This is an optimization exercise on Yosys and OpenROAD, whose aim is small area and a short achievable clock period, not a production implementation.
Only simulation tests tie the RTL to the original design; equivalence was not proved.
Power is estimated from default activity; no workload was simulated.

===== flow/config.mk =====
export PLATFORM = sky130hd
export DESIGN_NAME = rv_ex_top
export DESIGN_NICKNAME = rv_ex_top
export VERILOG_FILES = /design/flow/design.v
export SDC_FILE = /design/flow/constraint.sdc
export NUM_CORES = 4
export LEC_CHECK = 0
export CAP_MARGIN = 20
export CORE_MARGIN = 2
export CORE_UTILIZATION = 40
export PLACE_DENSITY = 0.6
export SLEW_MARGIN = 20

===== flow/constraint.sdc =====
create_clock -name core_clock -period 12.0 [get_ports {clk}]
set_input_delay 2.4000 -clock core_clock [delete_from_list [all_inputs] [get_ports {clk}]]
set_output_delay 2.4000 -clock core_clock [all_outputs]
set_load 0.01 [all_outputs]

===== flow/design.v =====
`timescale 1ns/1ps
package rv_ex_pkg;
    typedef enum logic [3:0] {
        add    = 4'd0,
        sub    = 4'd1,
        sll    = 4'd2,
        slt    = 4'd3,
        sltu   = 4'd4,
        xor_op = 4'd5,
        srl    = 4'd6,
        sra    = 4'd7,
        or_op  = 4'd8,
        and_op = 4'd9
    } alu_op_e;
    typedef enum logic [1:0] {
        src1_rs1  = 2'd0,
        src1_pc   = 2'd1,
        src1_zero = 2'd2
    } src1_sel_e;
    typedef enum logic [2:0] {
        src2_rs2   = 3'd0,
        src2_imm_i = 3'd1,
        src2_imm_u = 3'd2,
        src2_shamt = 3'd3,
        src2_four  = 3'd4,
        src2_imm_s = 3'd5
    } src2_sel_e;
    typedef enum logic [3:0] {
        bru_none = 4'd0,
        jal      = 4'd1,
        jalr     = 4'd2,
        beq      = 4'd3,
        bne      = 4'd4,
        blt      = 4'd5,
        bge      = 4'd6,
        bltu     = 4'd7,
        bgeu     = 4'd8
    } bru_op_e;
    typedef enum logic [2:0] {
        lsu_none = 3'd0,
        lsu_b    = 3'd1,
        lsu_h    = 3'd2,
        lsu_w    = 3'd3,
        lsu_d    = 3'd4
    } lsu_size_e;
endpackage
`timescale 1ns/1ps
module ex_stage_reg (
    input  logic                    clk,
    input  logic                    rst,
    input  logic                    stall_i,
    input  logic                    flush_i,
    input  logic [64-1:0]     pc_i,
    input  logic [64-1:0]     next_pc_i,
    input  logic [32-1:0]     inst_i,
    input  rv_ex_pkg::alu_op_e      alu_op_i,
    input  logic                    word_op_i,
    input  rv_ex_pkg::src1_sel_e    src1_sel_i,
    input  rv_ex_pkg::src2_sel_e    src2_sel_i,
    input  rv_ex_pkg::bru_op_e      bru_op_i,
    input  rv_ex_pkg::lsu_size_e    lsu_size_i,
    input  logic                    dmem_en_i,
    input  logic                    dmem_we_i,
    input  logic                    rf_we_i,
    input  logic [5-1:0]   rf_waddr_i,
    input  logic                    wb_from_mem_i,
    input  logic [64-1:0]     rs1_data_i,
    input  logic [64-1:0]     rs2_data_i,
    output logic [64-1:0]     pc_o,
    output logic [64-1:0]     next_pc_o,
    output logic [32-1:0]     inst_o,
    output rv_ex_pkg::alu_op_e      alu_op_o,
    output logic                    word_op_o,
    output rv_ex_pkg::src1_sel_e    src1_sel_o,
    output rv_ex_pkg::src2_sel_e    src2_sel_o,
    output rv_ex_pkg::bru_op_e      bru_op_o,
    output rv_ex_pkg::lsu_size_e    lsu_size_o,
    output logic                    dmem_en_o,
    output logic                    dmem_we_o,
    output logic                    rf_we_o,
    output logic [5-1:0]   rf_waddr_o,
    output logic                    wb_from_mem_o,
    output logic [64-1:0]     rs1_data_o,
    output logic [64-1:0]     rs2_data_o
);
    logic rf_we_q;
    always_ff @(posedge clk) begin
        if (rst || flush_i) begin
            pc_o          <= '0;
            next_pc_o     <= '0;
            inst_o        <= '0;
            alu_op_o      <= rv_ex_pkg::add;
            word_op_o     <= 1'b0;
            src1_sel_o    <= rv_ex_pkg::src1_rs1;
            src2_sel_o    <= rv_ex_pkg::src2_rs2;
            bru_op_o      <= rv_ex_pkg::bru_none;
            lsu_size_o    <= rv_ex_pkg::lsu_none;
            dmem_en_o     <= 1'b0;
            dmem_we_o     <= 1'b0;
            rf_we_q       <= 1'b0;
            rf_waddr_o    <= '0;
            wb_from_mem_o <= 1'b0;
            rs1_data_o    <= '0;
            rs2_data_o    <= '0;
        end else if (!stall_i) begin
            pc_o          <= pc_i;
            next_pc_o     <= next_pc_i;
            inst_o        <= inst_i;
            alu_op_o      <= alu_op_i;
            word_op_o     <= word_op_i;
            src1_sel_o    <= src1_sel_i;
            src2_sel_o    <= src2_sel_i;
            bru_op_o      <= bru_op_i;
            lsu_size_o    <= lsu_size_i;
            dmem_en_o     <= dmem_en_i;
            dmem_we_o     <= dmem_we_i;
            rf_we_q       <= rf_we_i;
            rf_waddr_o    <= rf_waddr_i;
            wb_from_mem_o <= wb_from_mem_i;
            rs1_data_o    <= rs1_data_i;
            rs2_data_o    <= rs2_data_i;
        end
    end
    assign rf_we_o = rf_we_q & (rf_waddr_o != '0);  
endmodule
`timescale 1ns/1ps
module ex_operand_gen (
    input  logic [32-1:0]     inst_i,
    input  logic [64-1:0]     pc_i,
    input  logic [64-1:0]     rs1_data_i,
    input  logic [64-1:0]     rs2_data_i,
    input  rv_ex_pkg::src1_sel_e    src1_sel_i,
    input  rv_ex_pkg::src2_sel_e    src2_sel_i,
    output logic [64-1:0]     alu_src1_o,
    output logic [64-1:0]     alu_src2_o,
    output logic [64-1:0]     imm_i_o,
    output logic [64-1:0]     imm_b_o,
    output logic [64-1:0]     imm_j_o
);
    logic [64-1:0] imm_s;
    logic [64-1:0] imm_u;
    logic [64-1:0] shamt_ext;
    assign imm_i_o = {{(64-12){inst_i[31]}}, inst_i[31:20]};
    assign imm_s   = {{(64-12){inst_i[31]}}, inst_i[31:25], inst_i[11:7]};
    assign imm_b_o = {{(64-13){inst_i[31]}}, inst_i[31], inst_i[7],
                      inst_i[30:25], inst_i[11:8], 1'b0};
    assign imm_j_o = {{(64-21){inst_i[31]}}, inst_i[31], inst_i[19:12],
                      inst_i[20], inst_i[30:21], 1'b0};
    assign imm_u = {{(64-32){inst_i[31]}}, inst_i[31:12], 12'b0};
    assign shamt_ext = {{(64-6){1'b0}}, inst_i[20 +: 6]};
    always_comb begin
        case (src1_sel_i)
            rv_ex_pkg::src1_pc:   alu_src1_o = pc_i;    
            rv_ex_pkg::src1_zero: alu_src1_o = '0;      
            default:              alu_src1_o = rs1_data_i;
        endcase
    end
    always_comb begin
        case (src2_sel_i)
            rv_ex_pkg::src2_imm_i: alu_src2_o = imm_i_o;
            rv_ex_pkg::src2_imm_u: alu_src2_o = imm_u;
            rv_ex_pkg::src2_shamt: alu_src2_o = shamt_ext;
            rv_ex_pkg::src2_four:  alu_src2_o = 64'(4);  
            rv_ex_pkg::src2_imm_s: alu_src2_o = imm_s;   
            default:               alu_src2_o = rs2_data_i;
        endcase
    end
endmodule
`timescale 1ns/1ps
module ex_alu (
    input  rv_ex_pkg::alu_op_e      alu_op_i,
    input  logic                    word_op_i,
    input  logic [64-1:0]     src1_i,
    input  logic [64-1:0]     src2_i,
    output logic [64-1:0]     result_o
);
    localparam int WORD_W = 64 / 2;
    logic [64-1:0]     res_d;
    logic [WORD_W-1:0]       res_w;
    logic [WORD_W-1:0]       a_w;
    logic [WORD_W-1:0]       b_w;
    logic [6-1:0]  shamt_d;
    logic [5-1:0] shamt_w;
    assign a_w     = src1_i[WORD_W-1:0];
    assign b_w     = src2_i[WORD_W-1:0];
    assign shamt_d = src2_i[6-1:0];
    assign shamt_w = src2_i[5-1:0];
    always_comb begin
        case (alu_op_i)
            rv_ex_pkg::sub:    res_d = src1_i - src2_i;
            rv_ex_pkg::sll:    res_d = src1_i << shamt_d;
            rv_ex_pkg::slt:    res_d = {{(64-1){1'b0}}, $signed(src1_i) < $signed(src2_i)};
            rv_ex_pkg::sltu:   res_d = {{(64-1){1'b0}}, src1_i < src2_i};
            rv_ex_pkg::xor_op: res_d = src1_i ^ src2_i;
            rv_ex_pkg::srl:    res_d = src1_i >> shamt_d;
            rv_ex_pkg::sra:    res_d = $signed(src1_i) >>> shamt_d;
            rv_ex_pkg::or_op:  res_d = src1_i | src2_i;
            rv_ex_pkg::and_op: res_d = src1_i & src2_i;
            default:           res_d = src1_i + src2_i;
        endcase
    end
    always_comb begin
        case (alu_op_i)
            rv_ex_pkg::sub:    res_w = a_w - b_w;
            rv_ex_pkg::sll:    res_w = a_w << shamt_w;
            rv_ex_pkg::slt:    res_w = {{(WORD_W-1){1'b0}}, $signed(a_w) < $signed(b_w)};
            rv_ex_pkg::sltu:   res_w = {{(WORD_W-1){1'b0}}, a_w < b_w};
            rv_ex_pkg::xor_op: res_w = a_w ^ b_w;
            rv_ex_pkg::srl:    res_w = a_w >> shamt_w;
            rv_ex_pkg::sra:    res_w = $signed(a_w) >>> shamt_w;   
            rv_ex_pkg::or_op:  res_w = a_w | b_w;
            rv_ex_pkg::and_op: res_w = a_w & b_w;
            default:           res_w = a_w + b_w;
        endcase
    end
    assign result_o = word_op_i ? {{WORD_W{res_w[WORD_W-1]}}, res_w} : res_d;
endmodule
`timescale 1ns/1ps
module ex_branch_unit (
    input  rv_ex_pkg::bru_op_e      bru_op_i,
    input  logic [64-1:0]     pc_i,
    input  logic [64-1:0]     next_pc_i,
    input  logic [64-1:0]     rs1_data_i,
    input  logic [64-1:0]     rs2_data_i,
    input  logic [64-1:0]     imm_i_i,
    input  logic [64-1:0]     imm_b_i,
    input  logic [64-1:0]     imm_j_i,
    output logic                    br_taken_o,
    output logic [64-1:0]     br_target_o,
    output logic [64-1:0]     real_npc_o
);
    logic                eq;
    logic                lt_s;
    logic                lt_u;
    logic [64-1:0] b_target;
    logic [64-1:0] jr_sum;
    assign eq       = (rs1_data_i == rs2_data_i);
    assign lt_s     = ($signed(rs1_data_i) < $signed(rs2_data_i));
    assign lt_u     = (rs1_data_i < rs2_data_i);
    assign b_target = pc_i + imm_b_i;
    assign jr_sum   = rs1_data_i + imm_i_i;
    always_comb begin
        case (bru_op_i)
            rv_ex_pkg::jal,
            rv_ex_pkg::jalr: br_taken_o = 1'b1;    
            rv_ex_pkg::beq:  br_taken_o = eq;
            rv_ex_pkg::bne:  br_taken_o = !eq;
            rv_ex_pkg::blt:  br_taken_o = lt_s;
            rv_ex_pkg::bge:  br_taken_o = !lt_s;
            rv_ex_pkg::bltu: br_taken_o = lt_u;
            rv_ex_pkg::bgeu: br_taken_o = !lt_u;
            default:         br_taken_o = 1'b0;
        endcase
    end
    always_comb begin
        case (bru_op_i)
            rv_ex_pkg::jal:  br_target_o = pc_i + imm_j_i;
            rv_ex_pkg::jalr: br_target_o = {jr_sum[64-1:1], 1'b0};
            rv_ex_pkg::beq, rv_ex_pkg::bne, rv_ex_pkg::blt,
            rv_ex_pkg::bge, rv_ex_pkg::bltu, rv_ex_pkg::bgeu: br_target_o = b_target;
            default:         br_target_o = '0;    
        endcase
    end
    assign real_npc_o = br_taken_o ? br_target_o : next_pc_i;  
endmodule
`timescale 1ns/1ps
module ex_store_format (
    input  rv_ex_pkg::lsu_size_e    lsu_size_i,
    input  logic [64-1:0]     addr_i,
    input  logic [64-1:0]     rs2_data_i,
    output logic [64-1:0]     wdata_o,
    output logic [8-1:0]   sel_o
);
    logic [2:0] ofs;     
    assign ofs = addr_i[2:0];
    always_comb begin
        case (lsu_size_i)
            rv_ex_pkg::lsu_b: wdata_o = {8{rs2_data_i[7:0]}};
            rv_ex_pkg::lsu_h: wdata_o = {4{rs2_data_i[15:0]}};
            rv_ex_pkg::lsu_w: wdata_o = {2{rs2_data_i[31:0]}};
            rv_ex_pkg::lsu_d: wdata_o = rs2_data_i;
            default:          wdata_o = '0;
        endcase
    end
    always_comb begin
        case (lsu_size_i)
            rv_ex_pkg::lsu_b: sel_o = 8'(1) << ofs;
            rv_ex_pkg::lsu_h: sel_o = 8'(2'b11) << {ofs[2:1], 1'b0};
            rv_ex_pkg::lsu_w: sel_o = ofs[2] ? 8'(8'hf0) : 8'(8'h0f);
            rv_ex_pkg::lsu_d: sel_o = '1;
            default:          sel_o = '0;
        endcase
    end
endmodule
`timescale 1ns/1ps
module rv_ex_top (
    input  logic                    clk,
    input  logic                    rst,
    input  logic                    stall_i,
    input  logic                    flush_i,
    input  logic [64-1:0]     pc_i,
    input  logic [64-1:0]     next_pc_i,
    input  logic [32-1:0]     inst_i,
    input  logic [3:0]              alu_op_i,
    input  logic                    word_op_i,
    input  logic [1:0]              src1_sel_i,
    input  logic [2:0]              src2_sel_i,
    input  logic [3:0]              bru_op_i,
    input  logic [2:0]              lsu_size_i,
    input  logic                    dmem_en_i,
    input  logic                    dmem_we_i,
    input  logic                    rf_we_i,
    input  logic [5-1:0]   rf_waddr_i,
    input  logic                    wb_from_mem_i,
    input  logic [64-1:0]     rs1_data_i,
    input  logic [64-1:0]     rs2_data_i,
    output logic [64-1:0]     ex_pc_o,
    output logic [64-1:0]     ex_result_o,
    output logic [64-1:0]     real_npc_o,
    output logic                    br_taken_o,
    output logic [64-1:0]     br_target_o,
    output logic                    dmem_en_o,
    output logic                    dmem_we_o,
    output logic [64-1:0]     dmem_addr_o,
    output logic [64-1:0]     dmem_wdata_o,
    output logic [8-1:0]   dmem_sel_o,
    output logic                    rf_we_o,
    output logic [5-1:0]   rf_waddr_o,
    output logic                    wb_from_mem_o
);
    logic [64-1:0]  ex_next_pc;
    logic [32-1:0]  ex_inst;
    rv_ex_pkg::alu_op_e   ex_alu_op;
    logic                 ex_word_op;
    rv_ex_pkg::src1_sel_e ex_src1_sel;
    rv_ex_pkg::src2_sel_e ex_src2_sel;
    rv_ex_pkg::bru_op_e   ex_bru_op;
    rv_ex_pkg::lsu_size_e ex_lsu_size;
    logic [64-1:0]  ex_rs1_data;
    logic [64-1:0]  ex_rs2_data;
    logic [64-1:0]  alu_src1;
    logic [64-1:0]  alu_src2;
    logic [64-1:0]  imm_i;
    logic [64-1:0]  imm_b;
    logic [64-1:0]  imm_j;
    logic [64-1:0]  alu_result;
    ex_stage_reg u_stage_reg (
        .clk(clk), .rst(rst), .stall_i(stall_i), .flush_i(flush_i),
        .pc_i(pc_i), .next_pc_i(next_pc_i), .inst_i(inst_i),
        .alu_op_i(rv_ex_pkg::alu_op_e'(alu_op_i)), .word_op_i(word_op_i),
        .src1_sel_i(rv_ex_pkg::src1_sel_e'(src1_sel_i)), .src2_sel_i(rv_ex_pkg::src2_sel_e'(src2_sel_i)),
        .bru_op_i(rv_ex_pkg::bru_op_e'(bru_op_i)), .lsu_size_i(rv_ex_pkg::lsu_size_e'(lsu_size_i)),
        .dmem_en_i(dmem_en_i), .dmem_we_i(dmem_we_i),
        .rf_we_i(rf_we_i), .rf_waddr_i(rf_waddr_i), .wb_from_mem_i(wb_from_mem_i),
        .rs1_data_i(rs1_data_i), .rs2_data_i(rs2_data_i),
        .pc_o(ex_pc_o), .next_pc_o(ex_next_pc), .inst_o(ex_inst),
        .alu_op_o(ex_alu_op), .word_op_o(ex_word_op),
        .src1_sel_o(ex_src1_sel), .src2_sel_o(ex_src2_sel),
        .bru_op_o(ex_bru_op), .lsu_size_o(ex_lsu_size),
        .dmem_en_o(dmem_en_o), .dmem_we_o(dmem_we_o),
        .rf_we_o(rf_we_o), .rf_waddr_o(rf_waddr_o), .wb_from_mem_o(wb_from_mem_o),
        .rs1_data_o(ex_rs1_data), .rs2_data_o(ex_rs2_data)
    );
    ex_operand_gen u_operand_gen (
        .inst_i(ex_inst), .pc_i(ex_pc_o),
        .rs1_data_i(ex_rs1_data), .rs2_data_i(ex_rs2_data),
        .src1_sel_i(ex_src1_sel), .src2_sel_i(ex_src2_sel),
        .alu_src1_o(alu_src1), .alu_src2_o(alu_src2),
        .imm_i_o(imm_i), .imm_b_o(imm_b), .imm_j_o(imm_j)
    );
    ex_alu u_alu (
        .alu_op_i(ex_alu_op), .word_op_i(ex_word_op),
        .src1_i(alu_src1), .src2_i(alu_src2), .result_o(alu_result)
    );
    ex_branch_unit u_branch_unit (
        .bru_op_i(ex_bru_op), .pc_i(ex_pc_o), .next_pc_i(ex_next_pc),
        .rs1_data_i(ex_rs1_data), .rs2_data_i(ex_rs2_data),
        .imm_i_i(imm_i), .imm_b_i(imm_b), .imm_j_i(imm_j),
        .br_taken_o(br_taken_o), .br_target_o(br_target_o), .real_npc_o(real_npc_o)
    );
    ex_store_format u_store_format (
        .lsu_size_i(ex_lsu_size), .addr_i(alu_result), .rs2_data_i(ex_rs2_data),
        .wdata_o(dmem_wdata_o), .sel_o(dmem_sel_o)
    );
    assign ex_result_o = alu_result;
    assign dmem_addr_o = alu_result;
endmodule

===== flow/run.sh =====
#!/bin/bash
# synth_recipe.tcl (not shown) runs the flow's synth.tcl, then flattens the netlist and writes it again
# the make line also repeats each setting of config.mk as NAME=value (left out here)
make -C /OpenROAD-flow-scripts/flow DESIGN_CONFIG=/design/flow/config.mk WORK_HOME=/design/flow/orfs CLKGATE_MAP_FILE= SYNTH_SCRIPT=/design/flow/synth_recipe.tcl finish

==> run notes <==
flip-flops by register name, indices dropped and copies added, names as in the netlist, 2 cells and up:
signal	count
u_stage_reg.rs2_data_o	64
u_stage_reg.next_pc_o	64
u_stage_reg.alu_op_o	4
u_stage_reg.src1_sel_o	2
u_stage_reg.lsu_size_o	3
u_stage_reg.rs1_data_o	64
u_stage_reg.inst_o	25
u_stage_reg.pc_o	64
u_stage_reg.src2_sel_o	3
u_stage_reg.bru_op_o	4
u_stage_reg.rf_waddr_o	5
how the worst min path moves through the flow:
| stage | startpoint | slack (ns) | end | depth (start not counted) |
|---|---|---|---|---|
| 6_report | u_stage_reg.next_pc_o[50] | 0.49 | u_stage_reg.next_pc_o[50] | 2 |
| 5_1_grt | u_stage_reg.next_pc_o[28] | 0.52 | u_stage_reg.next_pc_o[28] | 2 |
| 4_1_cts | u_stage_reg.dmem_we_o | 0.50 | u_stage_reg.dmem_we_o | 2 |
| 3_5_place_dp | u_stage_reg.dmem_we_o | 0.48 | u_stage_reg.dmem_we_o | 2 |
| 3_3_place_gp | u_stage_reg.next_pc_o[22] | 0.47 | u_stage_reg.next_pc_o[22] | 2 |
| 2_1_floorplan | u_stage_reg.next_pc_o[0] | 0.46 | u_stage_reg.next_pc_o[0] | 2 |
per-layer routing:
layer,GRT usage (%),vias up
met2,70.0,3794
li1,-,24300
met5,0,-
met1,55.4,26600
met4,32.5,14
met3,11.7,901
through the flow:
stage / util (%) / cell area (sq um)
detailed placement: 47.4 / 53400
CTS: 48.5 / 54700
floorplan: - / 45400
finish: 48.6 / 54700
global placement: 47.4 / 53400
global route: 48.6 / 54700
synth_stat cells (all sizes together), types with 40 or more instances:
cell,number,area [sq um]
nor2,711,2670
nand2,605,2270
mux2i,579,5800
a21oi,511,2560
o21ai,429,2160
ha,382,4780
inv,311,1170
clkbuf,310,1160
dfxtp,307,6150
buf,220,1230
o22ai,137,857
nand3,132,661
xnor2,117,1020
a21o,113,848
nor3,101,505
mux2,95,1070
a31oi,87,544
o21a,80,601
a211oi,75,568
o211ai,72,541
a22oi,69,518
nand4,65,407
xor2,59,517
and3,54,338
o21bai,54,405
a221oi,51,453
o31ai,49,373
and2,46,288
nor2b,41,257
nor4,40,250
final cells by class:
| cell class | count | share of cell area [%] |
|---|---|---|
| Inverter | 314 | 2.16 |
| Timing Repair Buffer | 872 | 15.3 |
| Tap cell | 1500 | 3.43 |
| Antenna cell | 6 | 0.0274 |
| Multi-Input combinational cell | 5270 | 65.6 |
| Clock inverter | 12 | 0.245 |
| Sequential cell | 307 | 11.2 |
| Clock buffer | 52 | 2.04 |
logic make-up (layout without fill, tap and decap cells):
kind of cell / Yosys count / after routing / share of synthesized area (%)
flops: 307 / 307 / 13.5
other cells: 0 / 6 / 0
buf+inv: 844 / 1250 / 7.87
fa+ha+maj: 386 / 386 / 10.7
mux: 674 / 674 / 15.1
compound gates: 2104 / 2104 / 30.5
xor+xnor: 176 / 176 / 3.39
simple gates: 1930 / 1930 / 18.9
critical path, stage by stage (launching register included):
cell	delay, ns
dfxtp_1	0.75
or3b_1	0.43
a32o_4	0.33
clkinv_2	0.07
buf_4	0.59
ha_1	0.37
inv_1	0.09
fa_1	0.47
nor2b_1	0.17
o211ai_1	0.21
a311oi_1	0.59
a31oi_1	0.39
o41ai_2	0.99
and2_1	0.46
a21oi_1	0.18
o22a_1	0.23
a21oi_1	0.18
nor3_1	0.11
o21ai_0	0.63
clkdlybuf4s50_1	0.67
where the power goes:
group          total (mW)  leakage (nW)  switching (mW)  internal [mW]
Clock                1.21         0.612           0.513          0.693
Combinational        2.10          19.2            1.31          0.788
Sequential           1.12          2.50          0.0701           1.05
==> run notes <==
- Starting DRT DRC Count: 7895
- Minimum clock period: 10.92 ns
- Worst path arrival time: 8.52 ns
- CTS tree: built
- Worst R2R Setup Slack: 10.81 ns
- Worst r2r dst: u_stage_reg.rs2_data_o[6]
- Max FO, Critical Path: 56
- DR vias/cell: 6.68
- Power density over the cells: 80.9 nW/um^2
- # placed instances: 8261
- RSZ-0062 raised after global routing: false
- CP Capture Point: ex_result_o[34]
- Fraction of layout cells with a size suffix above 1: 5.92%
- H-Tree Depth: 2
- Skew final: 0 ns
- Critical path required time: 9.60 ns
- Port buffer count: 712
- Most frequent cells in the layout: clkdlybuf4s50_1, nor2_1, nand2_1
- Status: no timing/DRC/antenna violations
- Largest vdd supply drop: 0.0000862 V
- Final std cells w/o fill: 8333
- Final WL: 279000 um
- DR WL met3: 29900 um
- Post-Syn Instances: 6421
- Post-synth EDFFs: 0
- Fin crit share: 91.0%
- Post-synthesis sequential area ratio: 13.5%
- TritonRoute pass-1 iters: 7
- Routed len/inst: 33.5 um
- DR top layer: met5
- Die area: 116000 sq um
- Initial antenna violation count: 18
- Library cells used by synthesis: 96
- Clk pin slew, worst setup/hold paths: 0.06 ns
- CP startpoint kind: flip-flop
- Syn_nets: 7125
- Crit path kind: flip-flop to primary output
- Remaining DRCs: 0
- Placement Rows: 123
- CTS Buf Count: 37
- Asr flop ratio synth: 0%
- Most common cell after layout, fill and taps aside: clkdlybuf4s50_1
- GRT Total Usage: 45.6%
- Clk root buf: clkbuf_16
- Post-route ant nets: 0
- First-pass GRT wire length: 387000 um
- Met1 Wirelength: 105000 um
- Syn_area_per_cell: 7.08 sq um
- Core area: 113000 sq um
- Total power: 4.43 mW
- Register area: 6150 sq um
- Final hold violations: 0
- Worst Setup SP: u_stage_reg.rs2_data_o[0]
- Worst r2r src: u_stage_reg.rs2_data_o[6]
- Area of the multi-input gates: 35900 sq um
- Final setup TNS: 0 ns
- Leakage: 22.3 nW
- Die Width: 341 um
- Post-synthesis instance area: 45400 sq um
- Worst Tran Pin Value: 1.28 ns
- Fin nets: 7506
- Starting density of the core: 40.3%
- Leading register cell type out of synthesis: dfxtp_1
- Final setup violating endpoints: 0
- Dpl hpwl: 222000 um
- FF-to-FF path depth: 2
- FF+latch count, synth: 307
- Setup bufs post-CTS: 0
- Syn. warnings: 5
- Pins Over Slew Limit: 0
- Via count: 55700
- WL met2: 120000 um
- Fill cell count: 11400
- Pre-CTS WS: 2.12 ns
- MaxCap Viol Count: 0
- Hold WS: 0.490 ns
- HP Class: flip-flop to flip-flop
- Clock buffer depth: 3
- Num Clock Sinks: 307
- Ports: 720
- Layout area overhead: 20.4%
- Number of gates resized after CTS: 0
- Max-slew headroom: 14.5%
- GPL Wtd Cong: 1.11
- Total grt overflow: 0
- Cts hold-fix bufs: 0
- Chip Height: 341 um
- Largest net degree at the start of global routing: 119
- Crit end category: primary output
- F_max: 91.6 MHz
- Min setup slack post-route: 1.08 ns
- Vias in the first global route: 51800
- Worst skew pair latency: 0.58 ns

## afterwards: timing with drivers on the ports
The flow's constraints put no driver on any port. The routed layout listed below was extracted and timed again, unchanged, in two steps.
Step 1: set_driving_cell puts a clkbuf_16 on clk and a buf_2 on each other input, an assumption about the parent block.
Step 2 moves the port delays by t, midway between the first and last clock arrival at a register: inputs arrive t later, outputs are due t later. That takes back most of the time a late clock gives input paths.
Three values: ideal, step 1, step 2; two values: the first two.
t (ns): 0.655
slack for setup (ns): 1.078 / 1.008 / 1.663
latest minus earliest clock arrival (ns): 0.038 / 0.038
After both steps setup and hold are still met in this run. The setup slack of this run moves by -0.070 ns with the drivers and by +0.585 ns with both steps.
